This design comes from an exercise in tuning for small area on the open sky130 flow, not from production work.
Only simulation tests tie the RTL to the original design; equivalence was not proved.
Power figures rest on the tool's default switching activity, not on a simulated workload.

===== flow/config.mk =====
export PLATFORM = sky130hd
export DESIGN_NAME = branch_predictor
export DESIGN_NICKNAME = branch_predictor
export VERILOG_FILES = /design/flow/design.v
export SDC_FILE = /design/flow/constraint.sdc
export NUM_CORES = 4
export LEC_CHECK = 0
export CAP_MARGIN = 20
export CORE_MARGIN = 2
export CORE_UTILIZATION = 55
export CTS_CLUSTER_DIAMETER = 80
export CTS_CLUSTER_SIZE = 30
export SETUP_SLACK_MARGIN = 0.1
export SLEW_MARGIN = 20
export SYNTH_HIERARCHICAL = 1

===== flow/constraint.sdc =====
create_clock -name core_clock -period 8.0 [get_ports {CLK}]
set_input_delay 1.6000 -clock core_clock [delete_from_list [all_inputs] [get_ports {CLK}]]
set_output_delay 1.6000 -clock core_clock [all_outputs]
set_load 0.01 [all_outputs]

===== flow/design.v =====
`default_nettype none
package cpu_types_pkg;
  typedef logic [31:0] word_t;
  localparam int BTB_ENTRIES_DEFAULT  = 16;
  localparam int BTB_CTR_BITS_DEFAULT = 2;
endpackage
`default_nettype wire
`default_nettype none
module sat_counter #(
  parameter int WIDTH = 2
) (
  input  wire logic             CLK,
  input  wire logic             RST,
  input  wire logic             inc,
  input  wire logic             dec,
  input  wire logic             load,
  input  wire logic [WIDTH-1:0] load_val,
  output logic      [WIDTH-1:0] count
);
  localparam logic [WIDTH-1:0] c_max = '1;
  localparam logic [WIDTH-1:0] c_one = WIDTH'(1);
  logic [WIDTH-1:0] r_count;
  always_ff @(posedge CLK) begin
    if (RST) begin
      r_count <= '0;
    end else if (load) begin
      r_count <= load_val;
    end else if (inc) begin
      if (r_count != c_max) r_count <= r_count + c_one;
    end else if (dec) begin
      if (r_count != '0) r_count <= r_count - c_one;
    end
  end
  assign count = r_count;
endmodule
`default_nettype wire
`default_nettype none
module bp_aoi222 (
  input  wire logic a1, a2, b1, b2, c1, c2,
  output logic      y
);
  assign y = ~((a1 & a2) | (b1 & b2) | (c1 & c2));
endmodule
module bp_nand2 (
  input  wire logic a, b,
  output logic      y
);
  assign y = ~(a & b);
endmodule
module bp_nand3 (
  input  wire logic a, b, c,
  output logic      y
);
  assign y = ~(a & b & c);
endmodule
module bp_nor2 (
  input  wire logic a, b,
  output logic      y
);
  assign y = ~(a | b);
endmodule
module bp_hold (
  input  wire logic q, wn, d, w,
  output logic      y
);
  assign y = (q & wn) | (d & w);
endmodule
module bp_rd16 (
  input  wire logic [15:0] s,
  input  wire logic [15:0] d,
  output logic             yn
);
  logic [5:0] t;
  logic       g0, g1;
  for (genvar j = 0; j < 5; j++) begin : g_aoi
    bp_aoi222 u_aoi (
      .a1(s[3*j]),   .a2(d[3*j]),
      .b1(s[3*j+1]), .b2(d[3*j+1]),
      .c1(s[3*j+2]), .c2(d[3*j+2]),
      .y (t[j])
    );
  end
  bp_nand2 u_n15 (.a(s[15]), .b(d[15]), .y(t[5]));
  bp_nand3 u_g0  (.a(t[0]), .b(t[1]), .c(t[2]), .y(g0));
  bp_nand3 u_g1  (.a(t[3]), .b(t[4]), .c(t[5]), .y(g1));
  bp_nor2  u_o   (.a(g0), .b(g1), .y(yn));
endmodule
module branch_predictor (
  input  wire logic        CLK,
  input  wire logic        RST,
  input  logic [31:0]      pc,
  output logic             hit,
  output logic             pred_taken,
  output logic [31:0]      pred_target,
  input  wire logic        upd_en,
  input  logic [31:0]      upd_pc,
  input  wire logic        upd_taken,
  input  logic [31:0]      upd_target,
  input  wire logic        flush_tbl,
  output logic             mispredict,
  output logic [31:0]      upd_cnt,
  output logic [31:0]      miss_cnt
);
  logic [15:0] r_valid;
  logic [25:0] r_tag [16];
  logic [29:0] r_tgt [16];
  logic [1:0]  r_ctr [16];
  logic [31:0] r_upd_cnt;
  logic [31:0] r_miss_cnt;
  logic [15:0] c_tag  [26];
  logic [15:0] c_tgt  [30];
  logic [15:0] c_ctr  [2];
  always_comb begin
    for (int i = 0; i < 16; i++) begin
      for (int k = 0; k < 26; k++) c_tag[k][i] = r_tag[i][k];
      for (int k = 0; k < 30; k++) c_tgt[k][i] = r_tgt[i][k];
      for (int k = 0; k < 2;  k++) c_ctr[k][i] = r_ctr[i][k];
    end
  end
  logic [15:0] l_sel;
  logic        l_valid_n, l_dir_n;
  logic [25:0] l_tag_n;
  logic [29:0] l_tgt_n;
  logic        l_hit, l_taken;
  assign l_sel = 16'b1 << pc[5:2];
  bp_rd16 u_l_valid (.s(l_sel), .d(r_valid),  .yn(l_valid_n));
  bp_rd16 u_l_dir   (.s(l_sel), .d(c_ctr[1]), .yn(l_dir_n));
  for (genvar k = 0; k < 26; k++) begin : g_l_tag
    bp_rd16 u_rd (.s(l_sel), .d(c_tag[k]), .yn(l_tag_n[k]));
  end
  for (genvar k = 0; k < 30; k++) begin : g_l_tgt
    bp_rd16 u_rd (.s(l_sel), .d(c_tgt[k]), .yn(l_tgt_n[k]));
  end
  assign l_hit   = !l_valid_n && (l_tag_n == ~pc[31:6]);
  assign l_taken = l_hit && !l_dir_n;
  assign hit         = l_hit;
  assign pred_taken  = l_taken;
  assign pred_target = l_taken ? {~l_tgt_n, 2'b00} : pc + 32'd4;
  logic [15:0] u_sel;
  logic        u_valid_n;
  logic [1:0]  u_ctr_n;
  logic [25:0] u_tag_n;
  logic [29:0] u_tgt_n;
  logic        u_hit, u_taken;
  logic [1:0]  u_ctr;
  assign u_sel = 16'b1 << upd_pc[5:2];
  bp_rd16 u_u_valid (.s(u_sel), .d(r_valid),  .yn(u_valid_n));
  bp_rd16 u_u_ctr1  (.s(u_sel), .d(c_ctr[1]), .yn(u_ctr_n[1]));
  bp_rd16 u_u_ctr0  (.s(u_sel), .d(c_ctr[0]), .yn(u_ctr_n[0]));
  for (genvar k = 0; k < 26; k++) begin : g_u_tag
    bp_rd16 u_rd (.s(u_sel), .d(c_tag[k]), .yn(u_tag_n[k]));
  end
  for (genvar k = 0; k < 30; k++) begin : g_u_tgt
    bp_rd16 u_rd (.s(u_sel), .d(c_tgt[k]), .yn(u_tgt_n[k]));
  end
  assign u_ctr   = ~u_ctr_n;
  assign u_hit   = !u_valid_n && (u_tag_n == ~upd_pc[31:6]);
  assign u_taken = u_hit && u_ctr[1];
  assign mispredict = upd_en &&
                      (u_taken ? (!upd_taken || (u_tgt_n != ~upd_target[31:2]) ||
                                  (upd_target[1:0] != 2'b00))
                               : upd_taken);
  logic [1:0] u_ctr_new;
  always_comb begin
    if (!u_hit)             u_ctr_new = 2'b10;
    else if (upd_taken)     u_ctr_new = (u_ctr == 2'b11) ? 2'b11 : u_ctr + 2'b01;
    else                    u_ctr_new = (u_ctr == 2'b00) ? 2'b00 : u_ctr - 2'b01;
  end
  logic [15:0] w_dat, w_dat_n, w_ctr, w_ctr_n;
  assign w_dat   = {16{upd_en & upd_taken}} & u_sel;
  assign w_dat_n = ~w_dat;
  assign w_ctr   = {16{upd_en & (u_hit | upd_taken)}} & u_sel;
  assign w_ctr_n = ~w_ctr;
  logic [25:0] d_tag [16];
  logic [29:0] d_tgt [16];
  logic [1:0]  d_ctr [16];
  for (genvar i = 0; i < 16; i++) begin : g_ent
    for (genvar k = 0; k < 26; k++) begin : g_tag
      bp_hold u_h (.q(r_tag[i][k]), .wn(w_dat_n[i]), .d(upd_pc[k+6]), .w(w_dat[i]),
                   .y(d_tag[i][k]));
    end
    for (genvar k = 0; k < 30; k++) begin : g_tgt
      bp_hold u_h (.q(r_tgt[i][k]), .wn(w_dat_n[i]), .d(upd_target[k+2]), .w(w_dat[i]),
                   .y(d_tgt[i][k]));
    end
    for (genvar k = 0; k < 2; k++) begin : g_ctr
      bp_hold u_h (.q(r_ctr[i][k]), .wn(w_ctr_n[i]), .d(u_ctr_new[k]), .w(w_ctr[i]),
                   .y(d_ctr[i][k]));
    end
  end
  always_ff @(posedge CLK) begin
    for (int i = 0; i < 16; i++) begin
      r_tag[i] <= d_tag[i];
      r_tgt[i] <= d_tgt[i];
      r_ctr[i] <= d_ctr[i];
    end
  end
  always_ff @(posedge CLK) begin
    for (int i = 0; i < 16; i++) begin
      if (RST || flush_tbl)
        r_valid[i] <= 1'b0;
      else if (w_dat[i])
        r_valid[i] <= 1'b1;
    end
  end
  always_ff @(posedge CLK) begin
    if (RST) begin
      r_upd_cnt  <= '0;
      r_miss_cnt <= '0;
    end else begin
      if (upd_en && (r_upd_cnt != '1))      r_upd_cnt  <= r_upd_cnt + 32'd1;
      if (mispredict && (r_miss_cnt != '1)) r_miss_cnt <= r_miss_cnt + 32'd1;
    end
  end
  assign upd_cnt  = r_upd_cnt;
  assign miss_cnt = r_miss_cnt;
endmodule
`default_nettype wire

===== flow/run.sh =====
#!/bin/bash
# synth_recipe.tcl (not shown) runs the flow's synth.tcl, then flattens the netlist and writes it again
# the make line also repeats each setting of config.mk as NAME=value (left out here)
make -C /OpenROAD-flow-scripts/flow DESIGN_CONFIG=/design/flow/config.mk WORK_HOME=/design/flow/orfs CLKGATE_MAP_FILE= SYNTH_SCRIPT=/design/flow/synth_recipe.tcl finish

==> results of run 1 <==
==> through the flow <==
step	hold slack [ns]	cell area, um2	instances	setup TNS, ns	total power [W]
final	0.5006	47200	5120	0	0.01173
after global routing	0.5227	47200	5117	0	0.01208
after CTS	0.4995	47190	5114	0	0.01160
after detailed placement	0.4711	45580	5032	-0.5928	0.008644
after global placement	0.4674	45580	5032	-0.1338	0.008502
after floorplan	0.4545	40590	3720	0	0.007847
==> cell families after synthesis <==
kind of cell	after synthesis	synth area share [%]
compound gates	1616	35.98
flops	1008	49.71
simple gates	837	9.700
xor+xnor	138	2.978
buf+inv	99	1.023
mux	13	0.3391
fa+ha+maj	9	0.2713
==> where the power goes <==
part	internal (W)	total (W)	switching [W]	leakage, nW
Combinational	0.00109	0.00199	0.000894	8.83
Clock	0.00126	0.00308	0.00182	0.788
Sequential	0.00593	0.00666	0.000731	8.37
==> layer usage <==
metal	GRT usage, %	part of all wire (%)	up-vias
met5	0	0.029	-
met4	29.83	7.6	8
met3	14.47	16	933
met2	65.86	41	4004
met1	59.75	36	20140
li1	-	-	16860
==> registers in the layout (all words and copies together), names as in the netlist <==
signal,flops
r_valid,16
r_tag,416
r_tgt,480
r_ctr,32
r_upd_cnt,32
r_miss_cnt,32
==> per-module statistics from Yosys (local to each module, per instance), excerpt <==
module,flip-flops and latches,area [um2],cells,copies in the design
branch_predictor,1008,24560,1739,1
bp_nand3,0,5.005,1,234
bp_hold,0,8.758,1,928
bp_aoi222,0,10.01,1,585
bp_nand2,0,3.754,1,117
bp_nor2,0,3.754,1,117
==> layout make-up <==
| type | instances | share of cell area [%] |
|---|---|---|
| Antenna cell | 6 | 0.03181 |
| Tap cell | 959 | 2.542 |
| Clock inverter | 32 | 0.7846 |
| Multi-Input combinational cell | 2613 | 42.79 |
| Inverter | 65 | 0.5672 |
| Timing Repair Buffer | 387 | 7.931 |
| Clock buffer | 50 | 2.606 |
| Sequential cell | 1008 | 42.75 |
==> path summary, 6_finish.rpt <==
kind / to / slack (ns) / cells after the start
min reg2reg: r_ctr[1][0]$_DFF_P_ / 0.50 / 1
min: r_ctr[1][0]$_DFF_P_ / 0.50 / 1
max: mispredict / 0.22 / 17
max reg2reg: r_miss_cnt[26]$_SDFFE_PP0P_ / 4.05 / 13
==> worst max-delay path, delay by kind of cell <==
kind | cells | cell delay [ns]
AO/OA/AOI/OAI | 2 | 0.72
buffers and inverters | 7 | 1.92
AND/OR/NAND/NOR | 7 | 1.78
XOR/XNOR | 1 | 0.13
==> layout by cell type, fill, tap and decap left out, drive strengths merged, types with 2 or more instances in the layout <==
| cell | Yosys | final |
|---|---|---|
| clkbuf | 18 | 53 |
| xor2 | 46 | 46 |
| o21a | 17 | 17 |
| mux2 | 6 | 6 |
| buf | 16 | 191 |
| a22o | 928 | 928 |
| bufinv | 0 | 2 |
| nand2 | 198 | 198 |
| ha | 8 | 8 |
| nor3 | 15 | 15 |
| a222oi | 585 | 585 |
| mux2i | 7 | 7 |
| inv | 65 | 66 |
| clkinv | 0 | 28 |
| o21ai | 10 | 10 |
| and3 | 23 | 23 |
| dfxtp | 1008 | 1008 |
| nor4 | 25 | 25 |
| or3 | 7 | 7 |
| clkdlybuf4s50 | 0 | 192 |
| a21oi | 53 | 53 |
| nor2b | 16 | 16 |
| nor2 | 197 | 197 |
| and2 | 17 | 17 |
| nand4 | 31 | 31 |
| or4 | 21 | 21 |
| o31ai | 19 | 19 |
| nand3 | 279 | 279 |
| diode | 0 | 6 |
| xnor2 | 92 | 92 |
| and4 | 4 | 4 |
==> timing repair <==
item                                    CTS  global route
hold buffers                              0             0
resized for setup                         5             9
pin swaps                                 1             3
endpoints found under the setup margin   32            34
==> flow_summary.json, run 1 <==
{
  "outcome": "finished clean",
  "setup_viol": 0,
  "synth_top_area_cell": "dfxtp_1",
  "hp-class": "reg2reg",
  "grt_pass1_vias": 40160,
  "synth_commonest_cells": "dfxtp_1, a22o_1, a222oi_1",
  "cts_sinks": 1008,
  "vdd_drop_max_uv": 219.9,
  "grt_pass1_wl_um": 262700,
  "required_ns": 6.40,
  "synthesis.nets": 3829,
  "slowest_delay_ns": 0.68,
  "grt_use_total_pct": 46.01,
  "cp-startpoint": "upd_pc[5]",
  "drtPass1Iterations": 13,
  "die_w_um": 275.7,
  "syn_inst": 3720,
  "routedWlPerCell_um": 35.49,
  "ys_warn_count": 22,
  "clkTransAtPathRegs_ns": 0.11,
  "die_area_mm2": 0.07599,
  "slowest_stage": "clkdlybuf4s50_1",
  "pre_cts_ws_ns": -0.1135,
  "arrival_ns": 6.18,
  "reg2reg_from": "r_tag[0][20]$_DFF_P_",
  "worstHoldStart": "r_ctr[1][0]$_DFF_P_",
  "max_freq_mhz": 128.5,
  "drc_errors": 0,
  "place_congestion": 0.9552,
  "crit_chain": "clkdlybuf4s50_1, nor2b_1, nand2_1, clkinv_2, buf_12, buf_4, a222oi_1, nand3_1, nor2_1, xnor2_1, nor3_1, nand4_1, nor4_2, buf_4, a31o_2, inv_2, clkdlybuf4s50_1",
  "p_per_area_mw_per_mm2": 248.4,
  "grt-ovfl-total": 0,
  "rsz0062_at_grt": "false",
  "period_share_pct": 97.30,
  "io_pins": 200,
  "cts_buffers": 47,
  "grt_max_degree": 72,
  "start_kind": "input pin",
  "ys_types": 41,
  "ant_nets": 0,
  "htreeDepth": 2,
  "num_vias": 41950,
  "maxCapViolations": 0,
  "layout_setup_ws_ns": 0.2162,
  "nets": 4231,
  "drtIter0Drc": 9633,
  "clock_path_buffers": 3,
  "slew_headroom_pct": 14.70,
  "fillCellCount": 5708,
  "root_buffer": "clkbuf_16",
  "multi_input_area_mm2": 0.02020,
  "cts_tree": "built",
  "antenna_found_initial": 8,
  "fp-row-count": 99,
  "endpoint_kind": "output port",
  "regArea_mm2": 0.02018,
  "syn_area_per_cell_um2": 10.91,
  "fin_crit_ns": 7.784,
  "cts_setup_buffers": 0,
  "fin_util_pct": 64.70,
  "yosysMostFrequentCell": "dfxtp_1",
  "yosys-top-cells-area": "dfxtp_1, a22o_1, a222oi_1",
  "port_buffers": 197,
  "die_h_um": 275.7,
  "critPathMaxFanout": 21,
  "synth.ff_latch_count": 1008,
  "power.static_leakage_nw": 17.98,
  "drt-vias-per-instance": 8.193,
  "yosysSeqAreaShare_pct": 49.71,
  "syn_area_mm2": 0.04059,
  "coreArea_mm2": 0.07296,
  "synth_edf_count": 0,
  "ys_async_sr_fraction_pct": 0,
  "critical_path_class": "in2out",
  "fin_skew_ns": 0.03633,
  "synth_top_area_share_pct": 49.71,
  "final_max_slew_viol_count": 0,
  "dp_hpwl_um": 107700,
  "worst_pin_slew_ns": 1.278,
  "synthToLayoutAreaGrowth_pct": 16.29,
  "drive_above_1_share_pct": 8.520,
  "finalHoldViolCount": 0,
  "clk_latency_ns": 0.67,
  "initial_core_util_pct": 55.64,
  "synth_ff_type": "dfxtp_1",
  "finalWirelength_um": 181700
}
==> run 2, diff against run 1 <==
--- a/flow/config.mk
+++ b/flow/config.mk
@@ -10,4 +10,2 @@
 export CORE_UTILIZATION = 55
-export CTS_CLUSTER_DIAMETER = 80
-export CTS_CLUSTER_SIZE = 30
 export SETUP_SLACK_MARGIN = 0.1
==> run 2 against run 1 <==
Still clean. Core utilization is 2.4 points higher. Count of clock-buffer cells in the layout rose by 110. Die area did not move. Critical path depth unchanged. Combinational power is essentially flat. Area after synthesis stayed put. Sequential share of layout area shrank 1.5 points. Power up 15%. Via count grew 1.1%. Critical endpoint unchanged.
==> flow_summary.json, run 2 <==
{
  "dpl-instance-area_mm2": 0.04558,
  "rr_worst_depth": 13,
  "grt-ovfl-total": 0,
  "dp_hpwl_um": 107700,
  "synth_commonest_cells": "dfxtp_1, a22o_1, a222oi_1",
  "reg_top3": "r_tgt: 480 flops, r_tag: 416 flops",
  "finalWirelength_um": 183600,
  "holdPathStages": 1,
  "endpoint_kind": "output port",
  "pwr-share-comb_pct": 14.7,
  "place_congestion": 0.9552,
  "yosysMostFrequentCell": "dfxtp_1",
  "cp_num_buf_inv": 7,
  "r2r_slack_ns": 4.04,
  "die_h_um": 275.7,
  "die_w_um": 275.7,
  "worstHoldStart": "r_valid[1]$_SDFFE_PP0P_",
  "most-common-layout-cells": "dfxtp_1, a22o_1, a222oi_1, nand3_1, nor2_1",
  "required_ns": 6.40,
  "final_cell_area_mm2": 0.04894,
  "synth_ff_type": "dfxtp_1",
  "ys_warn_count": 22,
  "arrival_ns": 6.23,
  "final_common_cell": "dfxtp_1",
  "drt-vias-per-instance": 8.119,
  "port_buffers": 197,
  "drtIter0Drc": 10030,
  "power.static_leakage_nw": 18.84,
  "vdd_drop_max_uv": 230.2,
  "synth_edf_count": 0,
  "worst_pin_slew_ns": 1.277,
  "drtPass1Iterations": 14,
  "start_kind": "input pin",
  "max_freq_mhz": 127.6,
  "largest_reg_flops": 480,
  "pre_cts_ws_ns": -0.1135,
  "ant_nets": 0,
  "die_area_mm2": 0.07599,
  "crit_chain": "clkdlybuf4s50_1, nor2b_1, nand2_1, clkinv_2, buf_12, buf_4, a222oi_1, nand3_1, nor2_1, xnor2_1, nor3_1, nand4_1, nor4_2, buf_4, a31o_2, inv_2, clkdlybuf4s50_1",
  "min_to": "r_valid[1]$_SDFFE_PP0P_",
  "cts_sinks": 1008,
  "yosys-top-cells-area": "dfxtp_1, a22o_1, a222oi_1",
  "initial_core_util_pct": 55.64,
  "synthToLayoutAreaGrowth_pct": 20.57,
  "ys_types": 41,
  "synthesis.nets": 3829,
  "final_max_slew_viol_count": 0,
  "rr_endpoint": "r_miss_cnt[26]$_SDFFE_PP0P_",
  "drc_errors": 0,
  "syn_area_mm2": 0.04059,
  "rsz0062_at_grt": "false",
  "total_power_w": 0.01349,
  "coreArea_mm2": 0.07296,
  "synth_top_area_share_pct": 49.71,
  "power.switching_w": 0.003681,
  "htreeDepth": 3,
  "fin_skew_ns": 0.02010,
  "hp-class": "reg2reg",
  "grt_pass1_vias": 40740,
  "setup_viol": 0,
  "holdWs_ns": 0.4886,
  "num_vias": 42390,
  "cts_tree": "built",
  "ys_async_sr_fraction_pct": 0,
  "reg2reg_from": "r_tag[0][20]$_DFF_P_",
  "grt_use_total_pct": 46.49,
  "cts_buffers": 103,
  "grt_max_degree": 72,
  "regMostFlops": "r_tgt",
  "pwr-share-clk_pct": 35.8,
  "maxCapViolations": 0,
  "p_int_w": 0.009810,
  "layout_setup_ws_ns": 0.1651,
  "routedWlPerCell_um": 35.16,
  "nets": 4287,
  "p_per_area_mw_per_mm2": 275.7,
  "io_pins": 200,
  "finalHoldViolCount": 0,
  "slowest_stage": "clkdlybuf4s50_1",
  "critPathMaxFanout": 21,
  "grt_pass1_wl_um": 265300,
  "clock_path_buffers": 3,
  "fp-row-count": 99,
  "period_share_pct": 97.94,
  "critical_path_class": "in2out",
  "antenna_found_initial": 7,
  "cp-startpoint": "upd_pc[5]",
  "synth_top_area_cell": "dfxtp_1",
  "clkTransAtPathRegs_ns": 0.06,
  "cts_setup_buffers": 0,
  "seq_power_share_pct": 49.5,
  "slowest_delay_ns": 0.69,
  "syn_area_per_cell_um2": 10.91,
  "cpLargestDelayFamily": "buffers and inverters",
  "switching_share_pct": 27.28,
  "fin_tns_setup_ns": 0,
  "slew_headroom_pct": 14.78,
  "root_buffer": "clkbuf_16",
  "clk_latency_ns": 0.67,
  "syn_inst": 3720,
  "drive_above_1_share_pct": 10.10,
  "yosysSeqAreaShare_pct": 49.71,
  "fin_crit_ns": 7.835,
  "synth.ff_latch_count": 1008,
  "outcome": "finished clean"
}
[run 2: worst max path at each step]
stage / endpoint / slack [ns] / cells past startpoint
2_1_floorplan: pred_target[18] / 0.15 / 16
3_3_place_gp: pred_target[7] / -0.07 / 17
3_5_place_dp: pred_target[7] / -0.11 / 17
4_1_cts: pred_target[5] / 0.15 / 19
5_1_grt: mispredict / 0.10 / 17
6_report: mispredict / 0.17 / 17
[run 2: per-stage QoR]
stage	utilization [%]	std cells
floorplan	-	3720
global placement	62.48	5032
detailed placement	62.48	5032
CTS	67.08	5218
global route	67.08	5220
finish	67.08	5221
[run 2: cell type report]
type                       count  area (um2)
clock buffer                 160        3097
clock inverter                26       254.0
tap                          959        1200
timing repair buffer         387        3736
sequential                  1008       20180
antenna                        3       7.507
inverter                      65       266.5
multi-input combinational   2613       20200
fill                        5585       24020
[run 2: cell families (layout without fill, tap and decap cells)]
group                      after synthesis  after routing  synth area share (%)
AOI/OAI and AO/OA                     1616           1616                 35.98
xor gates and xnor gates               138            138                 2.978
adders and majority gates                9              9                0.2713
buffers and inverters                   99            638                 1.023
DFF                                   1008           1008                 49.71
muxes                                   13             13                0.3391
other                                    0              3                     0
and+or+nand+nor                        837            837                 9.700
[run 2: metal layers]
metal  GRT usage, %  vias to the layer above  share of wire (%)
met5              0                        -              0.035
met4          31.21                        8                7.8
met3          15.33                      977                 17
met2          66.50                     4130                 41
met1          59.57                    20260                 35
li1               -                    17010                  -
[run 2: power groups by stage]
stage / clock (W) / combinational [W] / sequential, W
3_3_place_gp: 0 / 0.00186 / 0.00664
4_1_cts: 0.00481 / 0.00193 / 0.00663
5_1_grt: 0.00502 / 0.00209 / 0.00677
6_report: 0.00483 / 0.00199 / 0.00667
2_1_floorplan: 0 / 0.00131 / 0.00653
3_5_place_dp: 0 / 0.00192 / 0.00673
[run 2: what timing repair did]
| action | 4_1_cts | 5_1_grt |
|---|---|---|
| setup endpoints to repair | 32 | 34 |
| endpoints found under the hold margin | 0 | 0 |
| pin swaps | 1 | 1 |
| gates cloned | 0 | 0 |
| resized for setup | 5 | 9 |
| hold buffers | 0 | 0 |
[run 2: per-module statistics from Yosys, one instance, submodules excluded, a selection]
module / flip-flops and latches / area, um2 / cells inside / times used
bp_nand3: 0 / 5.005 / 1 / 234
bp_aoi222: 0 / 10.01 / 1 / 585
bp_hold: 0 / 8.758 / 1 / 928
branch_predictor: 1008 / 24560 / 1739 / 1
bp_nor2: 0 / 3.754 / 1 / 117
bp_nand2: 0 / 3.754 / 1 / 117
==> run 3, diff against run 2 <==
==> flow/flow/run.sh (new file) <==
#!/bin/bash
# Standard layout, with the port buffers made from the smallest plain buffer
# instead of the delay buffer the default choice picks.
set -euo pipefail
export BUFFER_PORTS_ARGS="-buffer_cell sky130_fd_sc_hd__buf_1"
bash standard.sh > standard.log 2>&1
==> flow/standard.sh (new file) <==
#!/bin/bash
# synth_recipe.tcl (not shown) runs the flow's synth.tcl, then flattens the netlist and writes it again
# the make line also repeats each setting of config.mk as NAME=value (left out here)
make -C /OpenROAD-flow-scripts/flow DESIGN_CONFIG=/design/flow/config.mk WORK_HOME=/design/flow/orfs CLKGATE_MAP_FILE= SYNTH_SCRIPT=/design/flow/synth_recipe.tcl "${@:-finish}"
--- a/flow/config.mk
+++ b/flow/config.mk
@@ -7,7 +7,9 @@
 export LEC_CHECK = 0
-export CAP_MARGIN = 20
+export CAP_MARGIN = 0
 export CORE_MARGIN = 2
 export CORE_UTILIZATION = 55
-export SETUP_SLACK_MARGIN = 0.1
-export SLEW_MARGIN = 20
+export CTS_CLUSTER_DIAMETER = 80
+export CTS_CLUSTER_SIZE = 30
+export SETUP_SLACK_MARGIN = 0.5
+export SLEW_MARGIN = 0
 export SYNTH_HIERARCHICAL = 1
removed: flow/run.sh
==> run 3 against run 2 <==
Still clean. Global-route usage fell by 0.89 points. Clock power fell by 38%. Critical path depth fell by 2. Die area did not move. Core utilization fell by 4.9 points. First-iteration DRC count fell by 6.4%. Routed wire length fell by 0.65%. Maximum frequency rose by 4.2%. Cell count fell by 2.8%. Sequential share of layout area rose by 3.3 points. Combinational power fell by 4%. Clock skew rose by 0.015 ns. Critical path type unchanged.
==> flow_summary.json, run 3 <==
{
  "setup_viol": 0,
  "drtIter0Drc": 9390,
  "rr_worst_depth": 12,
  "synthToLayoutAreaGrowth_pct": 11.69,
  "synthesis.nets": 3829,
  "cts_sinks": 1008,
  "nets": 4188,
  "port_buffers": 197,
  "syn_inst": 3720,
  "p_per_area_mw_per_mm2": 255.1,
  "routedWlPerCell_um": 35.94,
  "fin_tns_setup_ns": 0,
  "fin_skew_ns": 0.03543,
  "synth_ff_type": "dfxtp_1",
  "die_area_mm2": 0.07599,
  "die_h_um": 275.7,
  "grt_pass1_wl_um": 259200,
  "ys_async_sr_fraction_pct": 0,
  "dp_cells": 4990,
  "cts_setup_buffers": 0,
  "vdd_drop_max_uv": 267.3,
  "grt_max_degree": 72,
  "endpoint_kind": "output port",
  "switching_share_pct": 29.38,
  "fp-row-count": 99,
  "syn_area_mm2": 0.04059,
  "place_congestion": 0.9505,
  "dp_hpwl_um": 105500,
  "grt_pass1_vias": 39670,
  "arrival_ns": 5.92,
  "drt-vias-per-instance": 8.198,
  "antenna_found_initial": 10,
  "start_kind": "input pin",
  "synth_commonest_cells": "dfxtp_1, a22o_1, a222oi_1",
  "power.static_leakage_nw": 17.13,
  "slowest_stage": "nor4_1",
  "max_freq_mhz": 133.0,
  "maxCapViolations": 0,
  "ys_types": 41,
  "pwr-share-clk_pct": 25.8,
  "finalHoldViolCount": 0,
  "p_int_w": 0.008169,
  "fillCellCount": 6002,
  "critPathMaxFanout": 21,
  "fin_crit_ns": 7.520,
  "clk_latency_ns": 0.66,
  "ys_warn_count": 22,
  "coreArea_mm2": 0.07296,
  "clkTransAtPathRegs_ns": 0.09,
  "power.switching_w": 0.003398,
  "holdPathStages": 1,
  "yosys-top-cells-area": "dfxtp_1, a22o_1, a222oi_1",
  "pwr-share-comb_pct": 16.6,
  "most-common-layout-cells": "dfxtp_1, a22o_1, a222oi_1, nand3_1, nor2_1",
  "regMostFlops": "r_tgt",
  "clock_path_buffers": 3,
  "grt-ovfl-total": 0,
  "yosysMostFrequentCell": "dfxtp_1",
  "synth_top_area_share_pct": 49.71,
  "layoutNonFillerInstCount": 5075,
  "worst_pin_slew_ns": 1.252,
  "cts_tree": "built",
  "synth_edf_count": 0,
  "crit_chain": "buf_1, nor2b_1, nand2_1, clkinv_2, buf_4, a222oi_1, nand3_1, nor2_1, xnor2_1, nor4_1, nand4_1, nor4_1, a31o_2, inv_2, buf_1",
  "critical_path_class": "in2out",
  "initial_core_util_pct": 55.64,
  "slowest_delay_ns": 0.56,
  "hp-class": "reg2reg",
  "synth_top_area_cell": "dfxtp_1",
  "outcome": "finished clean",
  "cts_buffers": 45,
  "final_common_cell": "dfxtp_1",
  "synth.ff_latch_count": 1008,
  "drc_errors": 0,
  "reg_top3": "r_tgt: 480 flops, r_tag: 416 flops",
  "seq_power_share_pct": 57.6,
  "final_max_slew_viol_count": 0,
  "largest_reg_flops": 480,
  "drtPass1Iterations": 11,
  "period_share_pct": 94.00,
  "htreeDepth": 2,
  "drive_above_1_share_pct": 7.423,
  "finalWirelength_um": 182400,
  "die_w_um": 275.7,
  "yosysSeqAreaShare_pct": 49.71,
  "slew_headroom_pct": 16.52,
  "ant_nets": 0,
  "required_ns": 6.40,
  "rsz0062_at_grt": "false",
  "grt_use_total_pct": 45.60,
  "root_buffer": "clkbuf_16",
  "num_vias": 41600,
  "syn_area_per_cell_um2": 10.91,
  "io_pins": 200
}
-- run 3: cell counts after synthesis --
No cell type changed its count.
-- run 3: worst paths after layout --
check	start	endpoint	slack [ns]
max	upd_pc[4]	mispredict	0.48
min	r_ctr[7][0]$_DFF_P_	r_ctr[7][0]$_DFF_P_	0.50
max reg2reg	r_tag[6][12]$_DFF_P_	r_miss_cnt[20]$_SDFFE_PP0P_	3.98
min reg2reg	r_ctr[7][0]$_DFF_P_	r_ctr[7][0]$_DFF_P_	0.50
-- run 3: kinds of logic (layout without fill, tap and decap cells) --
kind of cell               count (synthesis)  in the layout  synth area share (%)
other                                      0              7                     0
adders and majority gates                  9              9                0.2713
and+or+nand+nor                          837            838                 9.700
DFF                                     1008           1008                 49.71
AOI/OAI and AO/OA                       1616           1616                 35.98
xor gates and xnor gates                 138            138                 2.978
muxes                                     13             13                0.3391
buffers and inverters                     99            487                 1.023
-- run 3: layout make-up --
cell class / instances / area (um2) / area share (%)
Antenna cell: 7 / 17.52 / 0.03864
Clock buffer: 52 / 1205 / 2.658
Clock inverter: 25 / 294.0 / 0.6485
Inverter: 65 / 284.0 / 0.6265
Multi-Input combinational cell: 2614 / 20210 / 44.59
Sequential cell: 1008 / 20180 / 44.51
Tap cell: 959 / 1200 / 2.647
Timing Repair Buffer: 345 / 1943 / 4.286
-- run 3: metal layers --
metal,routed length [um],up-vias,GRT usage [%]
met3,29720,923,15.64
met1,63950,19970,57.40
met2,75000,3941,66.13
li1,-,16770,-
met5,49,-,0
met4,13670,8,30.24
-- run 3: per-module statistics from Yosys, one instance, submodules excluded, excerpt --
module / cells inside / times used
branch_predictor: 1739 / 1
bp_hold: 1 / 928
bp_nand3: 1 / 234
bp_nor2: 1 / 117
bp_nand2: 1 / 117
bp_aoi222: 1 / 585
-- run 3: power groups by stage --
stage                     sequential [W]  clock (W)  combinational, W
after floorplan                  0.00653          0           0.00131
after global placement           0.00664          0           0.00178
after detailed placement         0.00672          0           0.00185
after CTS                        0.00661    0.00297           0.00185
after global routing             0.00675    0.00314           0.00201
final                            0.00666    0.00299           0.00192
-- run 3: repair_timing --
item,CTS,global route
hold buffers,0,0
endpoints found under the setup margin,2,25
gates resized for setup,4,3
gates cloned,0,1
-- run 3: metrics by stage --
step           cell area (um2)  hold slack [ns]  power [W]  setup WS [ns]  utilization [%]
6_report                 45340           0.4966    0.01157         0.4804            62.14
5_1_grt                  45330           0.5137    0.01190         0.5135            62.13
4_1_cts                  45290           0.4982    0.01144         0.6542            62.08
3_5_place_dp             43780           0.4733   0.008571         0.3868            60.01
3_3_place_gp             43780           0.4667   0.008416         0.4446            60.01
2_1_floorplan            40600           0.4545   0.007847          1.006                -
-- run 3: worst max-delay path: cells and delay by family --
| family | cells | cell delay [ns] |
|---|---|---|
| xor+xnor | 1 | 0.16 |
| simple gates | 7 | 2.07 |
| buf+inv | 5 | 1.45 |
| compound gates | 2 | 0.63 |
==> run 4, diff against run 3 <==
--- a/flow/config.mk
+++ b/flow/config.mk
@@ -12,3 +12,3 @@
 export CTS_CLUSTER_SIZE = 30
-export SETUP_SLACK_MARGIN = 0.5
+export SETUP_SLACK_MARGIN = 0.1
 export SLEW_MARGIN = 0
==> run 4 against run 3 <==
Sequential power is essentially flat. Count of clock-buffer cells in the layout fell by 2. Cell area grew 0.74%. Non-clock buffer count grew 1. Largest power group unchanged. Highest routed layer unchanged.
==> flow_summary.json, run 4 <==
{
  "outcome": "finished clean",
  "maxCapViolations": 0,
  "initial_core_util_pct": 55.64,
  "ant_nets": 0,
  "fp-row-count": 99,
  "fin_crit_ns": 7.868,
  "synth.ff_latch_count": 1008,
  "p_per_area_mw_per_mm2": 257.9,
  "period_share_pct": 98.35,
  "synth_ff_type": "dfxtp_1",
  "slew_headroom_pct": 14.31,
  "clk_latency_ns": 0.70,
  "largest_reg_flops": 480,
  "cts_hold_buf": 0,
  "yosysSeqAreaShare_pct": 49.71,
  "critPathMaxFanout": 34,
  "max_freq_mhz": 127.1,
  "routedWlPerCell_um": 36.85,
  "fillCellCount": 6008,
  "dp_hpwl_um": 103700,
  "hp-class": "reg2reg",
  "synth_edf_count": 0,
  "required_ns": 6.40,
  "cts_tree": "built",
  "arrival_ns": 6.27,
  "htreeDepth": 2,
  "io_pins": 200,
  "synth_top_area_cell": "dfxtp_1",
  "final_common_cell": "dfxtp_1",
  "ys_async_sr_fraction_pct": 0,
  "cts_buffers": 48,
  "syn_area_per_cell_um2": 10.91,
  "reg_top3": "r_tgt: 480 flops, r_tag: 416 flops",
  "fin_util_pct": 62.60,
  "drt-vias-per-instance": 8.278,
  "ys_types": 41,
  "final_max_slew_viol_count": 0,
  "synth_top_area_share_pct": 49.71,
  "grt_use_total_pct": 47.02,
  "r2r_slack_ns": 3.95,
  "synthesis.nets": 3829,
  "yosys-top-cells-area": "dfxtp_1, a22o_1, a222oi_1",
  "die_h_um": 275.7,
  "ys_warn_count": 22,
  "drtPass1Iterations": 14,
  "syn_area_mm2": 0.04059,
  "grt-ovfl-total": 0,
  "endpoint_kind": "output port",
  "critical_path_class": "in2out",
  "grt_pass1_vias": 39550,
  "fin_tns_setup_ns": 0,
  "power.static_leakage_nw": 17.24,
  "clkTransAtPathRegs_ns": 0.11,
  "finalWirelength_um": 187600,
  "most-common-layout-cells": "dfxtp_1, a22o_1, a222oi_1, nand3_1, nor2_1",
  "port_buffers": 197,
  "nets": 4191,
  "grt_max_degree": 72,
  "root_buffer": "clkbuf_16",
  "regMostFlops": "r_tgt",
  "start_kind": "input pin",
  "vdd_drop_max_uv": 202.9,
  "synth_commonest_cells": "dfxtp_1, a22o_1, a222oi_1",
  "num_vias": 42140,
  "antenna_found_initial": 22,
  "coreArea_mm2": 0.07296,
  "yosysMostFrequentCell": "dfxtp_1",
  "place_congestion": 0.9371,
  "syn_inst": 3720,
  "drc_errors": 0,
  "drive_above_1_share_pct": 7.580,
  "die_area_mm2": 0.07599,
  "finalHoldViolCount": 0,
  "clock_path_buffers": 3,
  "worst_pin_slew_ns": 1.284,
  "fin_skew_ns": 0.03302,
  "dp_cells": 4988,
  "layoutNonFillerInstCount": 5091,
  "die_w_um": 275.7,
  "setup_viol": 0,
  "rsz0062_at_grt": "false",
  "grt_pass1_wl_um": 264800,
  "drtIter0Drc": 10180,
  "cts_sinks": 1008,
  "synthToLayoutAreaGrowth_pct": 12.52
}
-- run 4: metal layers --
layer  global-route usage, %  up-vias  wire [um]  part of all wire, %
met5                       0        -         59                0.031
met4                   32.43        8      15010                  8.0
met3                   15.18     1089      30160                   16
met2                   67.95     4069      77510                   41
met1                   59.53    20170      64890                   35
li1                        -    16800          -                    -
-- run 4: final cells by class --
type	instances	area [um2]	share of cell area, %
multi-input cells	2613	20190	44.20
flip-flops and latches	1008	20180	44.18
repair buffers	346	2098	4.594
clock buffers	50	1240	2.715
well taps	959	1200	2.627
clock inverters	34	442.9	0.9698
inverters	65	284.0	0.6219
diodes	16	40.04	0.08766
-- run 4: worst paths after layout --
kind,cells after the start,endpoint,from
worst max-delay path,17,pred_target[8],pc[2]
worst min-delay path,2,r_miss_cnt[27]$_SDFFE_PP0P_,r_miss_cnt[27]$_SDFFE_PP0P_
worst max register to register,11,r_miss_cnt[5]$_SDFFE_PP0P_,r_tgt[3][23]$_DFF_P_
worst min register to register,2,r_miss_cnt[27]$_SDFFE_PP0P_,r_miss_cnt[27]$_SDFFE_PP0P_
-- run 4: modules after synthesis (local to each module, per instance), excerpt --
module / cells inside / flip-flops and latches / times used / cell area [um2]
branch_predictor: 1739 / 1008 / 1 / 24560
bp_aoi222: 1 / 0 / 585 / 10.01
bp_hold: 1 / 0 / 928 / 8.758
bp_nand3: 1 / 0 / 234 / 5.005
bp_nand2: 1 / 0 / 117 / 3.754
bp_nor2: 1 / 0 / 117 / 3.754
-- run 4: kinds of logic (layout without fill, tap and decap cells) --
| logic type | count (synthesis) | after routing | synth area share (%) |
|---|---|---|---|
| AO/OA/AOI/OAI | 1616 | 1616 | 35.98 |
| flip-flops | 1008 | 1008 | 49.71 |
| AND/OR/NAND/NOR | 837 | 837 | 9.700 |
| XOR/XNOR | 138 | 138 | 2.978 |
| buffers and inverters | 99 | 495 | 1.023 |
| multiplexers | 13 | 13 | 0.3391 |
| adder cells (fa/ha/maj) | 9 | 9 | 0.2713 |
| other | 0 | 16 | 0 |
-- run 4: stage by stage --
stage	setup slack (ns)	cell area, um2	hold slack (ns)	total power [W]
finish	0.1319	45670	0.4946	0.01178
global route	0.06859	45660	0.5179	0.01212
CTS	0.1976	45590	0.4951	0.01164
detailed placement	0.2085	43910	0.4743	0.008570
global placement	0.3230	43910	0.4662	0.008431
floorplan	0.1471	40590	0.4545	0.007847
-- run 4: what timing repair did --
item	in CTS	in global routing
setup buffers	0	3
gates resized for setup	0	2
endpoints found under the setup margin	0	32
-- run 4: power breakdown --
group / total [W] / switching [W] / internal, W
logic: 0.00192 / 0.000887 / 0.00104
registers: 0.00666 / 0.000732 / 0.00593
clock network: 0.00319 / 0.00188 / 0.00131
-- run 4: critical path, cell delays in order --
cell	delay, ns
buf_1	0.36
inv_1	0.15
ha_1	0.29
and2_4	0.40
a222oi_1	0.49
nand3_1	0.20
nor2_1	0.35
xnor2_1	0.15
nor4_2	0.38
nand4_1	0.25
nor4_1	0.44
nor2b_4	0.27
buf_12	0.15
buf_12	0.16
nor2_1	0.06
a21oi_1	0.32
buf_1	0.22
==> run 5, diff against run 4 <==
--- a/flow/config.mk
+++ b/flow/config.mk
@@ -9,6 +9,6 @@
 export CORE_MARGIN = 2
-export CORE_UTILIZATION = 55
+export CORE_UTILIZATION = 60
 export CTS_CLUSTER_DIAMETER = 80
 export CTS_CLUSTER_SIZE = 30
-export SETUP_SLACK_MARGIN = 0.1
+export SETUP_SLACK_MARGIN = 0.3
 export SLEW_MARGIN = 0
==> run 5 against run 4 <==
Critical path depth down 2. Worst hold slack better by 0.0038 ns. Non-clock buffer count down 11. Global-route usage up 1.9 points. Worst setup slack better by 0.17 ns. Synthesized cell count unchanged. Area after synthesis unchanged. Largest power group unchanged. Highest routed layer unchanged.
==> flow_summary.json, run 5 <==
{
  "rr_worst_depth": 12,
  "synth.ff_latch_count": 1008,
  "worst-path-stages": 15,
  "arrival_ns": 6.10,
  "slowest_delay_ns": 0.59,
  "ys_async_sr_fraction_pct": 0,
  "syn_inst": 3720,
  "grt_max_degree": 72,
  "antenna_found_initial": 10,
  "grt_pass1_vias": 40540,
  "endpoint_kind": "output port",
  "clk_latency_ns": 0.67,
  "start_kind": "input pin",
  "power.static_leakage_nw": 17.14,
  "clock_path_buffers": 3,
  "finalHoldViolCount": 0,
  "grt_pass1_wl_um": 259300,
  "multi_input_area_mm2": 0.02023,
  "drtIter0Drc": 10820,
  "die_area_mm2": 0.06975,
  "cp_num_buf_inv": 4,
  "regMostFlops": "r_tgt",
  "crit_chain": "buf_1, ha_1, ha_1, and2_4, buf_4, a222oi_1, nand3_1, nor2_1, nor4_1, nand4_1, nor4_2, nor2b_4, buf_12, mux2i_1, buf_1",
  "ant_nets": 0,
  "holdWs_ns": 0.4984,
  "synth_commonest_cells": "dfxtp_1, a22o_1, a222oi_1",
  "synthesis.nets": 3829,
  "die_w_um": 264.1,
  "place_congestion": 0.9580,
  "period_share_pct": 96.23,
  "coreArea_mm2": 0.06704,
  "pre_cts_ws_ns": 0.3309,
  "synth_top_area_share_pct": 49.71,
  "max_freq_mhz": 129.9,
  "ys_types": 41,
  "drive_above_1_share_pct": 7.317,
  "slowest_stage": "and2_4",
  "largest_reg_flops": 480,
  "maxCapViolations": 0,
  "final_max_slew_viol_count": 0,
  "ys_warn_count": 22,
  "finalWirelength_um": 180700,
  "fp-row-count": 95,
  "cpLargestDelayFamily": "simple AND/OR/NAND/NOR gates",
  "grt_use_total_pct": 48.91,
  "syn_area_per_cell_um2": 10.91,
  "drtPass1Iterations": 13,
  "worst_pin_slew_ns": 1.287,
  "hp-class": "reg2reg",
  "vdd_drop_max_uv": 209.8,
  "setup_viol": 0,
  "regArea_mm2": 0.02018,
  "cts_sinks": 1008,
  "synth_top_area_cell": "dfxtp_1",
  "outcome": "finished clean",
  "holdPathStages": 1,
  "syn_area_mm2": 0.04059,
  "fin_skew_ns": 0.03052,
  "cts_buffers": 45,
  "most-common-layout-cells": "dfxtp_1, a22o_1, a222oi_1, nand3_1, nor2_1",
  "num_vias": 42320,
  "synth_edf_count": 0,
  "initial_core_util_pct": 60.55,
  "slew_headroom_pct": 14.20,
  "final_common_cell": "dfxtp_1",
  "fin_util_pct": 67.61,
  "rsz0062_at_grt": "false",
  "routedWlPerCell_um": 36.25,
  "fillCellCount": 5266,
  "required_ns": 6.40,
  "root_buffer": "clkbuf_16",
  "io_pins": 200,
  "p_per_area_mw_per_mm2": 256.5,
  "port_buffers": 197,
  "nets": 4180,
  "yosysSeqAreaShare_pct": 49.71,
  "dp_hpwl_um": 104500,
  "fin_tns_setup_ns": 0,
  "fin_crit_ns": 7.698,
  "drt-vias-per-instance": 8.491,
  "die_h_um": 264.1,
  "critical_path_class": "in2out",
  "yosysMostFrequentCell": "dfxtp_1",
  "reg_top3": "r_tgt: 480 flops, r_tag: 416 flops",
  "htreeDepth": 2,
  "layout_setup_ws_ns": 0.3019,
  "cts_tree": "built",
  "clkTransAtPathRegs_ns": 0.10,
  "cts_hold_buf": 0,
  "synth_ff_type": "dfxtp_1",
  "yosys-top-cells-area": "dfxtp_1, a22o_1, a222oi_1",
  "synthToLayoutAreaGrowth_pct": 11.66,
  "drc_errors": 0,
  "critPathMaxFanout": 56,
  "grt-ovfl-total": 0
}
==> run 5: kinds of logic after synthesis <==
| family | after synthesis | synth area share, % |
|---|---|---|
| buf+inv | 99 | 1.023 |
| xor+xnor | 138 | 2.978 |
| fa+ha+maj | 9 | 0.2713 |
| simple gates | 837 | 9.700 |
| mux | 13 | 0.3391 |
| flops | 1008 | 49.71 |
| compound gates | 1616 | 35.98 |
==> run 5: worst paths after layout <==
| kind | slack (ns) | end | startpoint |
|---|---|---|---|
| min | 0.50 | r_ctr[9][0]$_DFF_P_ | r_ctr[9][0]$_DFF_P_ |
| max reg2reg | 3.82 | r_miss_cnt[26]$_SDFFE_PP0P_ | r_tag[6][20]$_DFF_P_ |
| min reg2reg | 0.50 | r_ctr[9][0]$_DFF_P_ | r_ctr[9][0]$_DFF_P_ |
| max | 0.30 | pred_target[9] | pc[3] |
==> run 5: worst reg2reg max path, stage by stage, from the launching register on <==
cell and delay [ns]:
dfxtp_1 0.34, a222oi_1 0.45, nand3_1 0.19, nor2_1 0.14, xnor2_1 0.07, nor4_1 0.75
nand4_1 0.25, buf_4 0.27, o31a_1 0.31, a31o_2 0.25, buf_4 0.28, nor4_1 0.40
mux2_2 0.37
==> run 5: stage by stage <==
stage / cells / instance area, um2 / total power [W]
2_1_floorplan: 3720 / 40600 / 0.007847
3_3_place_gp: 4891 / 43650 / 0.008403
3_5_place_dp: 4891 / 43650 / 0.008553
4_1_cts: 4967 / 45220 / 0.01148
5_1_grt: 4978 / 45310 / 0.01196
6_report: 4984 / 45320 / 0.01163
==> run 5: cell type report <==
cell class | instances | share of cell area, %
multi-input combinational | 2616 | 44.64
clock inverter | 27 | 0.8558
tap | 873 | 2.410
timing repair buffer | 335 | 4.315
inverter | 65 | 0.5825
sequential | 1008 | 44.52
clock buffer | 49 | 2.612
antenna | 11 | 0.06073
==> run 5: per-module statistics from Yosys (local to each module, per instance), a selection <==
| module | flops+latches | cell area, um2 |
|---|---|---|
| bp_aoi222 | 0 | 10.01 |
| bp_hold | 0 | 8.758 |
| bp_nand2 | 0 | 3.754 |
| bp_nand3 | 0 | 5.005 |
| bp_nor2 | 0 | 3.754 |
| branch_predictor | 1008 | 24560 |
==> run 5: repair_timing <==
action	in CTS	in global routing
setup endpoints to repair	0	30
endpoints found under the hold margin	0	0
gates resized for setup	0	10
buffers inserted	0	3
==> run 5: power breakdown <==
part	total (W)	leakage, nW	switching (W)	internal [W]
logic	0.00192	8.02	0.000883	0.00103
registers	0.00666	8.37	0.000730	0.00593
clock network	0.00305	0.752	0.00176	0.00129
==> run 5: layer usage <==
metal / vias to the layer above / global-route usage [%] / wire length (um)
li1: 16760 / - / -
met1: 20140 / 62.34 / 62020
met2: 4277 / 69.50 / 72930
met3: 1137 / 16.58 / 30670
met4: 6 / 34.12 / 14990
met5: - / 0 / 38
==> run 6, diff against run 5 <==
--- a/flow/config.mk
+++ b/flow/config.mk
@@ -9,5 +9,6 @@
 export CORE_MARGIN = 2
-export CORE_UTILIZATION = 60
+export CORE_UTILIZATION = 50
 export CTS_CLUSTER_DIAMETER = 80
 export CTS_CLUSTER_SIZE = 30
+export PLACE_DENSITY = 0.68
 export SETUP_SLACK_MARGIN = 0.3
==> run 6 against run 5 <==
Largest cell class unchanged. Critical path depth grew 2. Highest routed layer unchanged. Area after synthesis is the same. Clock skew grew 0.011 ns. Core utilization shrank 11 points. First-iteration DRC count shrank 16%. Clock power is essentially flat. Cell area grew 0.64%. Count of clock-buffer cells in the layout grew 2. Flip-flop and latch count is the same. Sequential share of layout area shrank 0.28 points. Still clean. Die area grew 20%.
==> flow_summary.json, run 6 <==
{
  "outcome": "finished clean",
  "syn_area_mm2": 0.04059,
  "grt_pass1_wl_um": 251900,
  "start_kind": "input pin",
  "ys_async_sr_fraction_pct": 0,
  "root_buffer": "clkbuf_16",
  "regMostFlops": "r_tgt",
  "synth_ff_type": "dfxtp_1",
  "grt_max_degree": 72,
  "slew_headroom_pct": 20.09,
  "largest_reg_flops": 480,
  "critical_path_class": "in2out",
  "switching_share_pct": 29.12,
  "synth_top_area_cell": "dfxtp_1",
  "port_buffers": 197,
  "drtIter0Drc": 9094,
  "final_common_cell": "dfxtp_1",
  "yosysSeqAreaShare_pct": 49.71,
  "syn_inst": 3720,
  "io_pins": 200,
  "vdd_drop_max_uv": 207.8,
  "power.static_leakage_nw": 17.24,
  "cts_resized": 0,
  "rsz0062_at_grt": "false",
  "power.switching_w": 0.003366,
  "drtPass1Iterations": 13,
  "drc_errors": 0,
  "fin_crit_ns": 7.524,
  "drt-vias-per-instance": 7.830,
  "grt-ovfl-total": 0,
  "grt_use_total_pct": 40.28,
  "synth_edf_count": 0,
  "cts_hold_buf": 0,
  "synth.ff_latch_count": 1008,
  "synthesis.nets": 3829,
  "endpoint_kind": "output port",
  "synth_top_area_share_pct": 49.71,
  "hp-class": "reg2reg",
  "most-common-layout-cells": "dfxtp_1, a22o_1, a222oi_1, nand3_1, nor2_1",
  "initial_core_util_pct": 50.48,
  "die_h_um": 288.9,
  "maxCapViolations": 0,
  "dp_hpwl_um": 104200,
  "p_int_w": 0.008194,
  "drive_above_1_share_pct": 7.739,
  "grt_pass1_vias": 37620,
  "syn_area_per_cell_um2": 10.91,
  "antenna_found_initial": 8,
  "pwr-share-clk_pct": 26.1,
  "setup_viol": 0,
  "fin_skew_ns": 0.04119,
  "holdWs_ns": 0.5015,
  "fin_util_pct": 56.72,
  "ant_nets": 0,
  "p_per_area_mw_per_mm2": 253.4,
  "arrival_ns": 5.92,
  "nets": 4206,
  "cts_buffers": 45,
  "fp-row-count": 104,
  "synthToLayoutAreaGrowth_pct": 12.37,
  "place_congestion": 0.9484,
  "htreeDepth": 2,
  "die_w_um": 288.9,
  "seq_power_share_pct": 57.4,
  "yosys-top-cells-area": "dfxtp_1, a22o_1, a222oi_1",
  "worst_pin_slew_ns": 1.199,
  "finalHoldViolCount": 0,
  "yosysMostFrequentCell": "dfxtp_1",
  "num_vias": 40620,
  "pwr-share-comb_pct": 16.4,
  "cts_tree": "built",
  "routedWlPerCell_um": 33.89,
  "ys_warn_count": 22,
  "period_share_pct": 94.05,
  "fillCellCount": 7042,
  "final_max_slew_viol_count": 0,
  "reg_top3": "r_tgt: 480 flops, r_tag: 416 flops",
  "fin_tns_setup_ns": 0,
  "max_freq_mhz": 132.9,
  "cts_sinks": 1008,
  "clkTransAtPathRegs_ns": 0.11,
  "required_ns": 6.40,
  "ys_types": 41,
  "die_area_mm2": 0.08348,
  "cts_setup_buffers": 0,
  "clk_latency_ns": 0.68,
  "clock_path_buffers": 3,
  "coreArea_mm2": 0.08042,
  "finalWirelength_um": 175800,
  "synth_commonest_cells": "dfxtp_1, a22o_1, a222oi_1",
  "critPathMaxFanout": 33
}
-- run 6: cell counts after synthesis --
Identical to the previous run, type by type.
-- run 6: cell families after synthesis --
family | share of synthesized area (%)
flops | 49.71
simple gates | 9.700
buf+inv | 1.023
mux | 0.3391
compound gates | 35.98
xor+xnor | 2.978
fa+ha+maj | 0.2713
-- run 6: routing by layer --
| layer | vias to the layer above | GRT usage (%) | wire length (um) |
|---|---|---|---|
| met3 | 819 | 13.31 | 27500 |
| met1 | 19400 | 51.79 | 64000 |
| met2 | 3602 | 59.33 | 72300 |
| met4 | 14 | 22.24 | 11650 |
| met5 | - | 2.330 | 334 |
| li1 | 16780 | - | - |
-- run 6: per-module statistics from Yosys, one instance, submodules excluded, a selection --
| module | flops+latches | cell area [um2] | cells inside | times used |
|---|---|---|---|---|
| bp_aoi222 | 0 | 10.01 | 1 | 585 |
| bp_nand2 | 0 | 3.754 | 1 | 117 |
| branch_predictor | 1008 | 24560 | 1739 | 1 |
| bp_hold | 0 | 8.758 | 1 | 928 |
| bp_nor2 | 0 | 3.754 | 1 | 117 |
| bp_nand3 | 0 | 5.005 | 1 | 234 |
-- run 6: worst paths after layout --
check                                          start                     endpoint  slack (ns)  cells after the start
worst min-delay path            r_ctr[15][0]$_DFF_P_         r_ctr[15][0]$_DFF_P_        0.50                      1
worst max register to register  r_tag[0][20]$_DFF_P_  r_miss_cnt[20]$_SDFFE_PP0P_        3.85                     12
worst min register to register  r_ctr[15][0]$_DFF_P_         r_ctr[15][0]$_DFF_P_        0.50                      1
worst max-delay path                           pc[2]              pred_target[21]        0.48                     17
-- run 6: final cells by class --
class	instances	area (um2)	area share (%)
timing repair buffer	364	2111	4.627
inverter	65	284.0	0.6227
tap	1060	1326	2.908
clock buffer	51	1231	2.699
sequential	1008	20180	44.24
clock inverter	21	287.8	0.6309
multi-input combinational	2613	20180	44.25
antenna	5	12.51	0.02743
-- run 6: power groups by stage --
stage | sequential, W | combinational [W] | clock, W
finish | 0.00664 | 0.00190 | 0.00302
global route | 0.00674 | 0.00200 | 0.00318
floorplan | 0.00653 | 0.00131 | 0
CTS | 0.00660 | 0.00184 | 0.00301
global placement | 0.00668 | 0.00180 | 0
detailed placement | 0.00670 | 0.00184 | 0
-- run 6: worst max-delay path, stage by stage --
cell and delay (ns):
clkbuf_2 0.20, ha_1 0.29, ha_1 0.20, and2_4 0.34
a222oi_1 0.40, nand3_1 0.15, nor2_1 0.21, xnor2_1 0.11
nor4_1 0.53, nand4_1 0.18, nor4_1 0.48, nor2b_4 0.38
buf_12 0.24, nor2_1 0.07, a21oi_1 0.18, buf_4 0.17
buf_1 0.15
-- run 6: per-stage QoR --
stage	cell area, um2	total power [W]	std cells	setup slack (ns)
final	45610	0.01156	5187	0.4760
after global routing	45610	0.01193	5184	0.3702
after CTS	45600	0.01145	5182	0.4785
after detailed placement	44080	0.008545	5110	0.5094
after global placement	44080	0.008476	5110	0.6126
after floorplan	40600	0.007847	3720	1.006
==> run 7, diff against run 6 <==
--- a/flow/config.mk
+++ b/flow/config.mk
@@ -9,6 +9,5 @@
 export CORE_MARGIN = 2
-export CORE_UTILIZATION = 50
+export CORE_UTILIZATION = 55
 export CTS_CLUSTER_DIAMETER = 80
 export CTS_CLUSTER_SIZE = 30
-export PLACE_DENSITY = 0.68
 export SETUP_SLACK_MARGIN = 0.3
==> run 7 against run 6 <==
Still clean on timing, DRC and antenna. Critical endpoint is now mispredict. Count of clock-buffer cells in the layout increased by 1. Synthesized cell count did not move. Critical path type unchanged. Clock skew down 0.0040 ns.
==> flow_summary.json, run 7 <==
{
  "outcome": "finished clean",
  "grt_max_degree": 72,
  "layoutNonFillerInstCount": 5073,
  "reg2reg_from": "r_tag[3][25]$_DFF_P_",
  "finalHoldViolCount": 0,
  "ys_types": 41,
  "cts_hold_buf": 0,
  "final_cell_area_mm2": 0.04531,
  "grt_use_total_pct": 45.59,
  "setup_viol": 0,
  "final_max_slew_viol_count": 0,
  "regArea_mm2": 0.02018,
  "die_area_mm2": 0.07599,
  "ys_warn_count": 22,
  "die_h_um": 275.7,
  "synth.ff_latch_count": 1008,
  "clkTransAtPathRegs_ns": 0.09,
  "drc_errors": 0,
  "hp-class": "reg2reg",
  "ant_nets": 0,
  "dp_cells": 4990,
  "start_kind": "input pin",
  "critical_path_class": "in2out",
  "root_buffer": "clkbuf_16",
  "worst_pin_slew_ns": 1.242,
  "grt_pass1_vias": 39720,
  "coreArea_mm2": 0.07296,
  "drtIter0Drc": 9471,
  "synth_top_area_cell": "dfxtp_1",
  "clock_path_buffers": 3,
  "yosys-top-cells-area": "dfxtp_1, a22o_1, a222oi_1",
  "clk_latency_ns": 0.66,
  "htreeDepth": 2,
  "largest_reg_flops": 480,
  "drt-vias-per-instance": 8.220,
  "synth_top_area_share_pct": 49.71,
  "synthToLayoutAreaGrowth_pct": 11.63,
  "critPathMaxFanout": 24,
  "power.static_leakage_nw": 17.13,
  "num_vias": 41700,
  "syn_inst": 3720,
  "maxCapViolations": 0,
  "worstHoldStart": "r_ctr[7][0]$_DFF_P_",
  "fin_crit_ns": 7.553,
  "fillCellCount": 6004,
  "cts_tree": "built",
  "endpoint_kind": "output port",
  "cts_buffers": 45,
  "regMostFlops": "r_tgt",
  "yosysMostFrequentCell": "dfxtp_1",
  "period_share_pct": 94.41,
  "dp_hpwl_um": 105500,
  "drive_above_1_share_pct": 7.376,
  "yosysSeqAreaShare_pct": 49.71,
  "place_congestion": 0.9505,
  "synthesis.nets": 3829,
  "fin_util_pct": 62.11,
  "most-common-layout-cells": "dfxtp_1, a22o_1, a222oi_1, nand3_1, nor2_1",
  "slew_headroom_pct": 16.87,
  "grt_pass1_wl_um": 259200,
  "ys_async_sr_fraction_pct": 0,
  "synth_ff_type": "dfxtp_1",
  "fin_tns_setup_ns": 0,
  "final_common_cell": "dfxtp_1",
  "reg_top3": "r_tgt: 480 flops, r_tag: 416 flops",
  "port_buffers": 197,
  "syn_area_per_cell_um2": 10.91,
  "fp-row-count": 99,
  "initial_core_util_pct": 55.64,
  "p_per_area_mw_per_mm2": 255.1,
  "finalWirelength_um": 181900,
  "cts_sinks": 1008,
  "fin_skew_ns": 0.03719,
  "die_w_um": 275.7,
  "synth_edf_count": 0,
  "synth_commonest_cells": "dfxtp_1, a22o_1, a222oi_1",
  "io_pins": 200,
  "arrival_ns": 5.95,
  "drtPass1Iterations": 12,
  "required_ns": 6.40,
  "cp-startpoint": "upd_pc[3]",
  "syn_area_mm2": 0.04059,
  "max_freq_mhz": 132.4,
  "vdd_drop_max_uv": 267.8,
  "total_power_w": 0.01156,
  "routedWlPerCell_um": 35.85,
  "nets": 4187,
  "antenna_found_initial": 11,
  "grt-ovfl-total": 0,
  "multi_input_area_mm2": 0.02019,
  "dpl-instance-area_mm2": 0.04378,
  "rsz0062_at_grt": "false"
}
## run 7: cell count changes in the layout (fill, tap and decap cells not counted), moves of 2 or more
cell      before  now
inv_8          1    3
buf_4        158  141
clkbuf_8       4    1
clkbuf_1       0    4
clkinv_2      33   35
inv_6          6    9
buf_12         9    7
## run 7: Yosys stat by module (local to each module, per instance), excerpt
module | flip-flops and latches | cells
branch_predictor | 1008 | 1739
bp_nor2 | 0 | 1
bp_nand2 | 0 | 1
bp_nand3 | 0 | 1
bp_aoi222 | 0 | 1
bp_hold | 0 | 1
## run 7: layout make-up
class                      instances  area share (%)
antenna                            6         0.03314
sequential                      1008           44.53
clock buffer                      52           2.659
tap                              959           2.648
clock inverter                    25          0.6489
inverter                          65          0.6268
timing repair buffer             345           4.288
multi-input combinational       2613           44.56
## run 7: worst max-delay path, cell delays in order
cell and delay, ns:
buf_1 0.28, nor2_1 0.15, nand2_1 0.12, clkinv_2 0.57
buf_4 0.44, a222oi_1 0.26, nand3_1 0.12, nor2_1 0.15
xnor2_1 0.08, nor4_1 0.85, buf_4 0.25, nand2_1 0.06
buf_4 0.18, nor3_1 0.35, a31o_2 0.27, inv_2 0.06
buf_1 0.13
## run 7: path summary, 6_finish.rpt
path / end / slack [ns] / depth (start not counted)
max reg2reg: r_miss_cnt[20]$_SDFFE_PP0P_ / 3.81 / 13
max: mispredict / 0.45 / 17
min: r_ctr[7][0]$_DFF_P_ / 0.50 / 1
min reg2reg: r_ctr[7][0]$_DFF_P_ / 0.50 / 1
## run 7: metrics by stage
| step | hold slack, ns | worst slack (ns) |
|---|---|---|
| final | 0.4984 | 0.4469 |
| after global placement | 0.4667 | 0.4446 |
| after floorplan | 0.4545 | 1.006 |
| after detailed placement | 0.4733 | 0.3868 |
| after global routing | 0.5137 | 0.3617 |
| after CTS | 0.4982 | 0.3285 |
## run 7: cells by family (layout without fill, tap and decap cells)
group | after synthesis | after routing | synth area share, %
compound gates | 1616 | 1616 | 35.98
xor+xnor | 138 | 138 | 2.978
fa+ha+maj | 9 | 9 | 0.2713
buf+inv | 99 | 487 | 1.023
flops | 1008 | 1008 | 49.71
mux | 13 | 13 | 0.3391
other cells | 0 | 6 | 0
simple gates | 837 | 837 | 9.700
## run 7: timing repair
item / CTS / global route
buffers inserted: 0 / 0
setup endpoints to repair: 0 / 30
gates resized for setup: 0 / 5
## run 7: metal layers
| metal | track usage, % | up-vias | share of wire, % |
|---|---|---|---|
| met5 | 0.8772 | - | 0.038 |
| met1 | 57.22 | 19960 | 35 |
| met4 | 29.79 | 10 | 7.5 |
| met2 | 66.36 | 4013 | 41 |
| met3 | 15.74 | 953 | 16 |
| li1 | - | 16760 | - |
## run 7: report_power, final
group / switching, W / total [W] / internal, W
combinational: 0.000881 / 0.00191 / 0.00103
clock: 0.00178 / 0.00298 / 0.00121
sequential: 0.000732 / 0.00666 / 0.00593
total: 0.00339 / 0.0116 / 0.00817

[re-timing with driven ports]
The flow's constraints put no driver on any port. The routed layouts listed below were extracted and timed again, unchanged, in two steps.
Step 1 sets driving cells, clkbuf_16 on the clock port and buf_2 on the other inputs (assumed; they add their load-dependent delay and slew).
Step 2, shift: input delay + t, output delay - t, t = (earliest + latest rising clock arrival at the registers) / 2. This alone moves slack from input paths to output paths.
Three values: ideal, step 1, step 2; two values: the first two.
run	t (ns)	setup slack, ns	worst data-port slew with drivers (ns)	cell pins on the clock port's net
run 1	0.729	0.216 / 0.166 / 0.166	0.13	1
run 2	0.734	0.165 / 0.102 / 0.102	0.14	1
run 3	0.726	0.480 / 0.378 / 0.378	0.17	1
run 4	0.756	0.132 / 0.106 / 0.106	0.15	1
run 5	0.722	0.302 / 0.268 / 0.268	0.14	1
run 6	0.724	0.476 / 0.366 / 0.366	0.17	1
run 7	0.724	0.447 / 0.321 / 0.321	0.18	1
After both steps setup and hold are still met in every run listed. For run 7, which loses most, drivers alone change the setup slack by -0.126 ns; drivers and shift together by -0.126 ns.
